What follows belongs to an exercise in optimizing a design on an open flow for small area; a production flow would make more cautious choices. In this exercise RTL edits were held to simulation tests only and were not proved equivalent to the original. Power is estimated from default activity; no workload was simulated.

Design csma_ca_mac_controller, start of the top module:
module csma_ca_mac_controller #(
  parameter int SUB_SLOTS = csma_pkg::SUB_SLOTS_DEF
) (
  input  logic                             clk,
  input  logic                             rst,
  input  logic                             in_valid,
  output logic                             in_ready,
  input  logic [csma_pkg::KIND_W-1:0]      kind,
  input  logic [csma_pkg::MED_W-1:0]       medium_req,
  input  logic                             fcs_ok,
  input  logic                             for_us,
  input  logic                             frame_is_ack,
  input  logic                             dest_broadcast,
  input  logic                             dest_multicast,
  input  logic [csma_pkg::ADDR_W-1:0]      source_address,
  input  logic [csma_pkg::DRAW_W-1:0]      random_draw,
  output logic                             out_valid,
  input  logic                             out_ready,
  output logic [csma_pkg::ACT_W-1:0]       action,
  output logic [csma_pkg::MST_W-1:0]       mac_state,
  output logic [csma_pkg::ADDR_W-1:0]      ack_destination,
  output logic                             want_frame,
  input  logic                             cfg_valid,
  ...
==> flow/config.mk <==
export PLATFORM = sky130hd
export DESIGN_NAME = csma_ca_mac_controller
export DESIGN_NICKNAME = csma_ca_mac_controller
export VERILOG_FILES = /design/flow/design.v
export SDC_FILE = /design/flow/constraint.sdc
export NUM_CORES = 4
export LEC_CHECK = 0
export CAP_MARGIN = 20
export CORE_MARGIN = 2
export CORE_UTILIZATION = 55
export CTS_BUF_LIST = sky130_fd_sc_hd__clkbuf_4 sky130_fd_sc_hd__clkbuf_8
export SLEW_MARGIN = 20
==> flow/constraint.sdc <==
create_clock -name core_clock -period 11.0 [get_ports {clk}]
set_input_delay 2.2000 -clock core_clock [delete_from_list [all_inputs] [get_ports {clk}]]
set_output_delay 2.2000 -clock core_clock [all_outputs]
set_load 0.01 [all_outputs]
standard.sh (not shown) runs the stock make flow with config.mk's settings and CLKGATE_MAP_FILE= SYNTH_SCRIPT=/design/flow/synth_recipe.tcl, a recipe that flattens the netlist after the stock synthesis.
==> flow/flow/run.sh <==
#!/bin/bash
# Layout flow: the standard synthesis, then the combinational logic between the
# registers re-mapped by ABC for area (registers, their names and cells kept), then
# the standard layout with the ports buffered by the smallest buffer.
set -euo pipefail
W=$(pwd)
F=$W/flow
R=$W/orfs/results/${FLOW_PLATFORM}/csma_ca_mac_controller/base
LIB=$FLOW_HOME/platforms/${FLOW_PLATFORM}/lib/sky130_fd_sc_hd__tt_025C_1v80.lib

bash standard.sh synth > $W/std_synth.log 2>&1

SEQ=$(python3 $F/seqcells.py $LIB)
DU=$(sed -n '/DONT_USE_CELLS += /,/^#/p' $FLOW_HOME/platforms/${FLOW_PLATFORM}/config.mk \
      | grep -o "sky130_fd_sc_hd__[a-z0-9_]*" | sed 's/^/-dont_use /' | tr '\n' ' ')
cp $R/1_2_yosys.v $W/std_1_2_yosys.v
sed -e "s#@SEQ@#$SEQ#; s#@NET@#$W/std_1_2_yosys.v#; s#@TOP@#$FLOW_TOP#; \
        s#@SCRIPT@#$F/area.abc#; s#@LIB@#$LIB#g; s#@DONTUSE@#$DU#; s#@STAT@#$W/remap_stat.txt#; \
        s#@OUT@#$W/remap.v#" $F/remap.ys.in > $W/remap.ys
yosys -s $W/remap.ys > $W/remap.log 2>&1
cp $W/remap.v $R/1_2_yosys.v
touch $R/1_2_yosys.v

bash standard.sh "BUFFER_PORTS_ARGS=-buffer_cell sky130_fd_sc_hd__buf_1" finish > $W/std_layout.log 2>&1
==> flow/flow/area.abc <==
strash
dc2
dch -f
if -K 6 -a
mfs
strash
dch -f
amap
topo
==> flow/flow/remap.ys.in <==
read_liberty -ignore_miss_func @LIB@
blackbox @SEQ@
read_verilog @NET@
hierarchy -top @TOP@
flatten
hierarchy -top @TOP@
opt -purge
techmap
opt -fast -purge
abc -script @SCRIPT@ -liberty @LIB@ @DONTUSE@
opt_clean -purge
hilomap -singleton -hicell sky130_fd_sc_hd__conb_1 HI -locell sky130_fd_sc_hd__conb_1 LO
insbuf -buf sky130_fd_sc_hd__buf_1 A X
splitnets
opt_clean -purge
tee -o @STAT@ stat -liberty @LIB@
write_verilog -noattr -nohex -nodec @OUT@
==> flow/flow/seqcells.py <==
#!/usr/bin/env python3
"""Print the names of a liberty file's cells that hold state (ff, latch or statetable groups)."""
import re, sys
txt = open(sys.argv[1]).read()
names = []
for m in re.finditer(r'\n\s*cell\s*\(\s*"?(\w+)"?\s*\)\s*\{', txt):
    start = m.end(); depth = 1; j = start
    while depth:
        c = txt[j]
        if c == '{': depth += 1
        elif c == '}': depth -= 1
        j += 1
    if re.search(r'\b(ff|latch|ff_bank|latch_bank|statetable)\s*\(', txt[start:j - 1]):
        names.append(m.group(1))
print(' '.join(names))
Change:
--- a/flow/design.v
+++ b/flow/design.v
@@ -273,21 +273,21 @@
   logic [10:0] q1;
   logic [11:0] diff;
   logic [9:0]  q_step;
   logic [6:0]  s_step;
   always_comb begin
     b = random_draw[{cnt[4], ~cnt[3:0]}];
     v = {bo_sub, !b};
     h = (v < 8'(SUB_SLOTS));
     s1 = h ? v[6:0] : 7'(v - 8'(SUB_SLOTS));
     q1 = {bo_slots, h};
-    e = b ? 1'b0 : (bo_sub == SUB_TOP || bo_sub == 7'((SUB_SLOTS - 2) / 2));
+    e = (s1 == SUB_TOP);
     diff = {1'b0, q1} + 12'd2 - {2'b0, cw_eff} - {11'd0, e};
     ge = !diff[11];
     q_step = ge ? diff[9:0] : q1[9:0];
     s_step = ge ? (e ? 7'd0 : s1 + 7'd1) : s1;
   end
   always_ff @(posedge clk) begin
     if (rst) begin
       use_ack <= 1'b1;
       difs_ticks <= '0; sifs_ticks <= '0; ack_timeout_ticks <= '0;
       cw_min <= csma_pkg::CW_W'(31); cw_max <= csma_pkg::CW_W'(1023);
@@ -306,50 +306,42 @@
       endcase
     end
   end
   always_ff @(posedge clk) begin
     if (rst) begin
       mst <= csma_pkg::M_IDLE; held <= 1'b0; bo_valid <= 1'b0;
     end else if (take) begin
       mst <= st; held <= fl_held; bo_valid <= bv;
     end
   end
-  logic       t_difs, t_sifs, t_ack, t_bo, t_dec, t_wl, t_wi, t_en;
-  logic [csma_pkg::TIME_W-1:0] t_nv;
-  assign t_difs = take && ld_difs;
-  assign t_sifs = take && ld_sifs;
-  assign t_ack  = take && ld_ack;
-  assign t_bo   = take && ld_bo;
-  assign t_dec  = take && (kind == csma_pkg::K_TICK) && !(ld_difs || ld_sifs || ld_ack || ld_bo);
-  assign t_wl   = run && ph_load;
-  assign t_wi   = run && win_it;
-  assign t_en   = t_difs || t_sifs || t_ack || t_bo || t_dec || t_wl || t_wi;
-  assign t_nv   = ({16{t_difs}} & difs_ticks) | ({16{t_sifs}} & sifs_ticks)
-                | ({16{t_ack}} & ack_timeout_ticks) | ({16{t_bo}} & csma_pkg::TIME_W'(SUB_TOP))
-                | ({16{t_dec}} & tdec)
-                | ({16{t_wl}} & (gmc ? {5'd0, cw_multicast, 1'b1} : {6'd0, cw_min}))
-                | ({16{t_wi}} & {5'd0, (z > {1'b0, cw_max}) ? cw_max : z[9:0], 1'b1});
-  logic       b_wl, b_div, b_dec;
-  assign b_wl  = run && ph_load;
-  assign b_div = run && ph_div;
-  assign b_dec = take && slot_dec;
   always_ff @(posedge clk) begin
     if (take) begin
       hbc <= fl_bc; hmc <= fl_mc; retry <= rc;
       if (ld_aa) ack_addr <= source_address;
     end
-    if (t_en) timer <= t_nv;
-    if (b_wl || b_div || b_dec) begin
-      bo_slots <= ({10{b_div}} & q_step) | ({10{b_dec}} & slots_dec);
+    if (take) begin
+      if (ld_difs) timer <= difs_ticks;
+      else if (ld_sifs) timer <= sifs_ticks;
+      else if (ld_ack) timer <= ack_timeout_ticks;
+      else if (ld_bo) timer <= csma_pkg::TIME_W'(SUB_TOP);
+      else if (kind == csma_pkg::K_TICK) timer <= tdec;
+    end else if (run && ph_load) begin
+      timer <= gmc ? {5'd0, cw_multicast, 1'b1} : {6'd0, cw_min};
+    end else if (run && win_it) begin
+      timer <= {5'd0, (z > {1'b0, cw_max}) ? cw_max : z[9:0], 1'b1};
     end
-    if (b_wl || b_div) begin
-      bo_sub <= ({7{b_div}} & s_step) | ({7{b_wl}} & SUB_TOP);
+    if (run && ph_load) begin
+      bo_slots <= 10'd0; bo_sub <= SUB_TOP;
+    end else if (run && ph_div) begin
+      bo_slots <= q_step; bo_sub <= s_step;
+    end else if (take && slot_dec) begin
+      bo_slots <= slots_dec;
     end
   end
 endmodule
 module csma_ca_mac_controller #(
   parameter int SUB_SLOTS = csma_pkg::SUB_SLOTS_DEF
 ) (
   input  logic                             clk,
   input  logic                             rst,
   input  logic                             in_valid,
   output logic                             in_ready,
The new run finished clean.
Die area went up by 1.3%.
Clock-buffer cell count shrinks by 1.
Total power came out higher by 5.4%.
Setup slack improves by 65 ps.
Sequential share of layout area falls by 2.0 points.
Critical path depth grows by 8.
First-iteration DRC count shrinks by 21%.


== before ==
Another version of the RTL of csma_ca_mac_controller (not shown whole).
Size: about 970 cells after synthesis, ~170 I/O pins, ~0.0087 mm^2 of cells after synthesis.
Settings: LEC_CHECK=0, CAP_MARGIN=20, CORE_MARGIN=2, CORE_UTILIZATION=55, CTS_BUF_LIST=sky130_fd_sc_hd__clkbuf_4 sky130_fd_sc_hd__clkbuf_8, GPL_TIMING_DRIVEN=0, SLEW_MARGIN=20; clock period 11.0 ns.
==> flow/flow/area.abc <==
&get -n
&deepsyn -T 240
&put
&get -n
&dch -f
&nf -a -R 1000
&put
topo
Scripts as last shown in full above: flow/flow/run.sh, flow/flow/remap.ys.in, flow/flow/seqcells.py
What after does differently from before at the input level:
--- a/flow/design.v
+++ b/flow/design.v
@@ -72,21 +72,20 @@
   end
 endmodule
 module csma_dp #(
   parameter int SUB_SLOTS = csma_pkg::SUB_SLOTS_DEF
 ) (
   input  logic                             clk,
   input  logic                             rst,
   input  logic [5:0]                       cnt,
   output logic                             run,
   output logic                             take,
-  output logic                             out_valid,
   input  logic                             cfg_valid,
   input  logic [csma_pkg::CFG_IDX_W-1:0]   cfg_index,
   input  logic [csma_pkg::CFG_DATA_W-1:0]  cfg_data,
   input  logic                             in_valid,
   input  logic [csma_pkg::KIND_W-1:0]      kind,
   input  logic [csma_pkg::MED_W-1:0]       medium_req,
   input  logic                             fcs_ok,
   input  logic                             for_us,
   input  logic                             frame_is_ack,
   input  logic                             dest_broadcast,
@@ -243,35 +242,26 @@
     if (eb) begin
       if (!bv) begin
         gen = 1'b1; gmc = fl_bc | fl_mc; grc = rc;
         bv = 1'b1;
       end
       ld_difs = 1'b0;
       ld_bo = 1'b1;
       st = csma_pkg::M_BACKOFF;
     end
   end
-  logic [csma_pkg::ACT_W-1:0] act_r;
   assign run = in_valid && gen && !rst;
-  assign take = in_valid && !out_valid && !rst && (!gen || (cnt[5] && cnt[4]));
-  always_ff @(posedge clk) begin
-    if (rst) out_valid <= 1'b0;
-    else if (take) out_valid <= 1'b1;
-    else if (out_ready) out_valid <= 1'b0;
-  end
-  always_ff @(posedge clk) begin
-    if (take) act_r <= act;
-  end
-  assign action = act_r;
-  assign mac_state = mst;
-  assign ack_destination = (act_r == csma_pkg::A_SEND_ACK) ? ack_addr : '0;
-  assign want_frame = (mst == csma_pkg::M_IDLE) && !held;
+  assign take = in_valid && out_ready && !rst && (!gen || (cnt[5] && cnt[4]));
+  assign action = act;
+  assign mac_state = st;
+  assign ack_destination = (act == csma_pkg::A_SEND_ACK) ? ack_addr : '0;
+  assign want_frame = (st == csma_pkg::M_IDLE) && !fl_held;
   logic        ph_load, ph_win, ph_div, win_it;
   logic [10:0] z;
   logic [9:0]  cw, cw_eff;
   logic [3:0]  it_n;
   assign ph_load = (cnt == 6'd0);
   assign ph_win  = (cnt[5:4] == 2'b00) && !ph_load;
   assign ph_div  = (cnt[5] ^ cnt[4]);
   assign it_n    = cnt[3:0] - 4'd1;
   assign win_it  = ph_win && !gmc && (it_n <= grc);
   assign z       = timer[10:0];
@@ -336,30 +326,26 @@
   assign t_nv   = ({16{t_difs}} & difs_ticks) | ({16{t_sifs}} & sifs_ticks)
                 | ({16{t_ack}} & ack_timeout_ticks) | ({16{t_bo}} & csma_pkg::TIME_W'(SUB_TOP))
                 | ({16{t_dec}} & tdec)
                 | ({16{t_wl}} & (gmc ? {5'd0, cw_multicast, 1'b1} : {6'd0, cw_min}))
                 | ({16{t_wi}} & {5'd0, (z > {1'b0, cw_max}) ? cw_max : z[9:0], 1'b1});
   logic       b_wl, b_div, b_dec;
   assign b_wl  = run && ph_load;
   assign b_div = run && ph_div;
   assign b_dec = take && slot_dec;
   always_ff @(posedge clk) begin
-    if (take) begin
-      hbc <= fl_bc; hmc <= fl_mc; retry <= rc;
-    end
-  end
-  always_ff @(posedge clk) begin
     if (rst) begin
-      ack_addr <= '0;
+      hbc <= 1'b0; hmc <= 1'b0; retry <= '0; ack_addr <= '0;
       timer <= '0; bo_slots <= '0; bo_sub <= '0;
     end else begin
       if (take) begin
+        hbc <= fl_bc; hmc <= fl_mc; retry <= rc;
         if (ld_aa) ack_addr <= source_address;
       end
       if (t_en) timer <= t_nv;
       if (b_wl || b_div || b_dec) begin
         bo_slots <= ({10{b_div}} & q_step) | ({10{b_dec}} & slots_dec);
       end
       if (b_wl || b_div) begin
         bo_sub <= ({7{b_div}} & s_step) | ({7{b_wl}} & SUB_TOP);
       end
     end
@@ -389,34 +375,34 @@
   output logic                             want_frame,
   input  logic                             cfg_valid,
   output logic                             cfg_ready,
   input  logic [csma_pkg::CFG_IDX_W-1:0]   cfg_index,
   input  logic [csma_pkg::CFG_DATA_W-1:0]  cfg_data
 );
   logic [5:0] cnt;
   logic       run, take;
   assign cfg_ready = 1'b1;
   assign in_ready = take;
+  assign out_valid = take;
   csma_ctrl u_ctrl (
     .clk  (clk),
     .rst  (rst),
     .take (take),
     .run  (run),
     .cnt  (cnt)
   );
   csma_dp #(.SUB_SLOTS(SUB_SLOTS)) u_dp (
     .clk             (clk),
     .rst             (rst),
     .cnt             (cnt),
     .run             (run),
     .take            (take),
-    .out_valid       (out_valid),
     .cfg_valid       (cfg_valid),
     .cfg_index       (cfg_index),
     .cfg_data        (cfg_data),
     .in_valid        (in_valid),
     .kind            (kind),
     .medium_req      (medium_req),
     .fcs_ok          (fcs_ok),
     .for_us          (for_us),
     .frame_is_ack    (frame_is_ack),
     .dest_broadcast  (dest_broadcast),
after has buffers plus inverters on the worst setup path above what before had.
For before, the leading cell type in the layout, fill and taps excluded was buf_1, unlike after, where it was dfxtp_1.
On flop-to-flop setup slack, before loses to after.
Relative to before, the synthesized area measured on after has decreased by a few percent.
after completed end to end with timing, DRC and antenna clean.
Routing usage on met3, before and after, higher one = before.
Total design power: after < before
Diff before -> after: total number of vias now sits lower, worst hold-check slack lost 11 ps, worst-case setup margin in the final layout went up 160 ps.

[what the ideal ports hide]
The flow's constraints put no driver on any port. The routed layouts listed below were extracted and timed again, unchanged, in two steps. Step 1, drivers: a clkbuf_16 drives clk and a buf_2 each remaining input, both assumed. Step 2 adds t to the input delays and takes it off the output delays; t is the mean of the earliest and latest rising clock arrival at the registers after step 1. Input paths then give back, and output paths get back, about the clock's delay inside the block. a / b / c = ideal / step 1 / step 2; a / b = the first two.
run	t, ns	slack for setup (ns)	worst setup path after step 2
the first run of note 1	0.502	2.018 / 1.998 / 1.998	input to output
the second run of note 1	0.510	2.083 / 2.042 / 2.094	input to output
before	0.502	1.316 / 1.296 / 1.296	input to output
after	0.506	1.472 / 1.450 / 1.450	input to output
After both steps setup and hold are still met in every run listed. For after, which loses most, drivers alone change the setup slack by -0.022 ns; drivers and shift together by -0.022 ns.
